Context: an optimization exercise on an open-source flow, tuned for small area, a short achievable clock period and few clock cycles per item. The choices shown serve that exercise and are no tape-out recipe.
Where RTL was checked, it was by simulation tests only, not by an equivalence proof against the original.
No activity file was given, so power comes from the tool's default toggle rates.

// rational_arithmetic_unit
module rational_arithmetic_unit (
    input  logic         aclk,
    input  logic         aresetn,
    input  logic         s_axis_tvalid,
    output logic         s_axis_tready,
    input  logic [135:0] s_axis_tdata,
    output logic         m_axis_tvalid,
    input  logic         m_axis_tready,
    output logic [71:0]  m_axis_tdata
);
make LEC_CHECK=0 ABC_AREA=1 CAP_MARGIN=20 CORE_MARGIN=2 CORE_UTILIZATION=40 SETUP_SLACK_MARGIN=4 SLEW_MARGIN=20 finish   # period 10.0 ns
run.sh (not shown) runs the stock make flow with config.mk's settings and CLKGATE_MAP_FILE= SYNTH_SCRIPT=/design/flow/synth_recipe.tcl, a recipe that flattens the netlist after the stock synthesis.
The baseline completed with no timing, DRC or antenna violations.
Testbench counts at the start, summed over its fixed seeds: cycles 49,017, items 2,400.
==> next run, changes <==
ABC_AREA = not set   (was 1)
Clock-buffer cell count goes up by 1.
Design area goes up by 1.2%.
Global-route usage goes down by 7.6 points.
Cell count goes down by 15%.
Worst setup slack gets worse by 110 ps.
Total power goes down by 3.9%.
First-iteration DRC count goes down by 13%.
Routed wire length goes down by 16%.
Utilization goes down by 0.17 points.
Die area goes up by 1.6%.
Combinational power goes down by 6.9%.
==> next run, changes <==
SETUP_SLACK_MARGIN = 4.5   (was 4)
After rerunning: The changed run finished with timing, DRC and antenna clean; wire length grows by 2.6%; die area does not change; non-clock buffer count is higher by 116; design area climbs by 3.9%; power increases by 3.2%; via count rose by 1.9%; sequential power is about the same; worst setup slack gets better by 440 ps; sequential cell count stays the same; hold slack is better by 20 ps; register-to-register slack improved by 530 ps.
==> next run, changes <==
ABC_AREA = 1   (was not set)
SETUP_SLACK_MARGIN = 5   (was 4.5)
Routed wire length goes up by 20%.
Clock-buffer cell count goes up by 5.
Utilization goes up by 1.3 points.
Synthesized area goes down by 1.6%.
Die area goes down by 1.6%.
Sequential power goes down by 10%.
Sequential cell count is unchanged.
Final cell count goes up by 18%.
First-iteration DRC count goes up by 24%.
==> next run, changes <==
SETUP_SLACK_MARGIN = 4.7   (was 5)
What happened: Core utilization came out lower by 1.4 points. First-iteration DRC count came out lower by a few percent. Synthesized area stays the same. Die area does not change. Routed wire length came out lower slightly. Clock power barely changes. Count of clock-buffer cells in the layout came out lower by 7. Non-clock buffer count came out lower by 71.
==> next run, changes <==
SETUP_SLACK_MARGIN = 4.5   (was 4.7)
Effect: The changed run completed with no timing, DRC or antenna violations; via count decreases slightly; hold slack barely changes; power decreases slightly; synthesized cell count stays the same; setup slack gets worse by 190 ps; core utilization decreases by 0.41 points.

rational_arithmetic_unit, a different RTL version from the one above (not shown whole).
For scale: roughly 5500 cells after synthesis, ~280 flip-flops, about 210 I/O pins, ~43000 µm² of cells after synthesis.
clock: 10.0 ns
lec_check: 0
cap_margin: 20
core_margin: 2
core_utilization: 40
setup_slack_margin: 4
slew_margin: 20
The first run produced a clean layout.
Then changed:
SETUP_SLACK_MARGIN = default   (was 4)
=>
- maximum frequency decreases by 24%
- worst hold slack improves by 0.030 ns
- synthesized cell count is unchanged
- wire length decreases by 7.5%
- final cell count decreases by 2.4%
No functional check of the RTL was part of any run of this note.

== 06-08 ==
rational_arithmetic_unit, a different RTL version from the one above (not shown whole).
Size in the first run: roughly 5400 cells after synthesis, roughly 280 flip-flops, ~210 I/O pins, roughly 42000 um^2 of cells after synthesis.
clock: 10.0 ns
lec_check: 0
cap_margin: 20
core_margin: 2
core_utilization: 55
setup_slack_margin: 5
slew_margin: 20
06-08: done, clean on timing, DRC and antenna
Testbench counts of 06-08, summed over its fixed seeds: cycles 49,017, items 2,400.
The inputs of 07-22 differ from those of 06-08 as listed below.
Settings: SETUP_SLACK_MARGIN changed from 5 to 4; CORE_UTILIZATION changed from 55 to 40.
Diff 07-22..06-08 | switching part of the total | negligible. Vias: 07-22 fewer than 06-08. Share of power burned in the clock network: lower on 06-08. Looking at area of the core across both flows, 07-22 is the weaker of the two, with 06-08 ahead. 07-22 vs 06-08 — ratio of total power to cell area dropped by a few percent. Post-route clock period utilization: 07-22 > 06-08. Cell area after placement: 07-22 > 06-08.

what the ideal ports hide:
In the flow no input, the clock included, has a driving cell. The finished layouts below were timed again as built, in two steps.
Step 1: set_driving_cell puts a clkbuf_16 on aclk and a buf_2 on each other input, an assumption about the parent block.
Step 2, shift: input delay + t, output delay - t, t = (earliest + latest rising clock arrival at the registers) / 2. This alone moves slack from input paths to output paths.
a / b / c = ideal / step 1 / step 2; a / b = the first two.
run	t (ns)	setup slack, ns	worst hold slack (ns)
the first run of note 1	0.677	4.176 / 4.176 / 3.595	0.505 / 0.505 / 0.505
the second run of note 1	0.681	4.068 / 4.001 / 3.457	0.522 / 0.522 / 0.522
the third run of note 1	0.650	4.505 / 4.557 / 3.907	0.542 / 0.542 / 0.542
the fourth run of note 1	0.706	4.575 / 4.494 / 4.457	0.497 / 0.497 / 0.497
the fifth run of note 1	0.676	4.647 / 4.569 / 4.239	0.507 / 0.507 / 0.507
the sixth run of note 1	0.678	4.454 / 4.378 / 4.117	0.510 / 0.510 / 0.510
the first run of note 2	0.724	3.944 / 3.944 / 3.444	0.534 / 0.534 / 0.534
the second run of note 2	0.677	2.011 / 2.011 / 2.011	0.564 / 0.564 / 0.564
06-08	0.659	4.279 / 4.279 / 4.134	0.616 / 0.616 / 0.616
07-22	0.697	4.043 / 3.987 / 3.393	0.585 / 0.585 / 0.585
After both steps every run listed still meets setup and hold. For 07-22, which loses most, drivers alone change the setup slack by -0.056 ns; drivers and shift together by -0.650 ns.
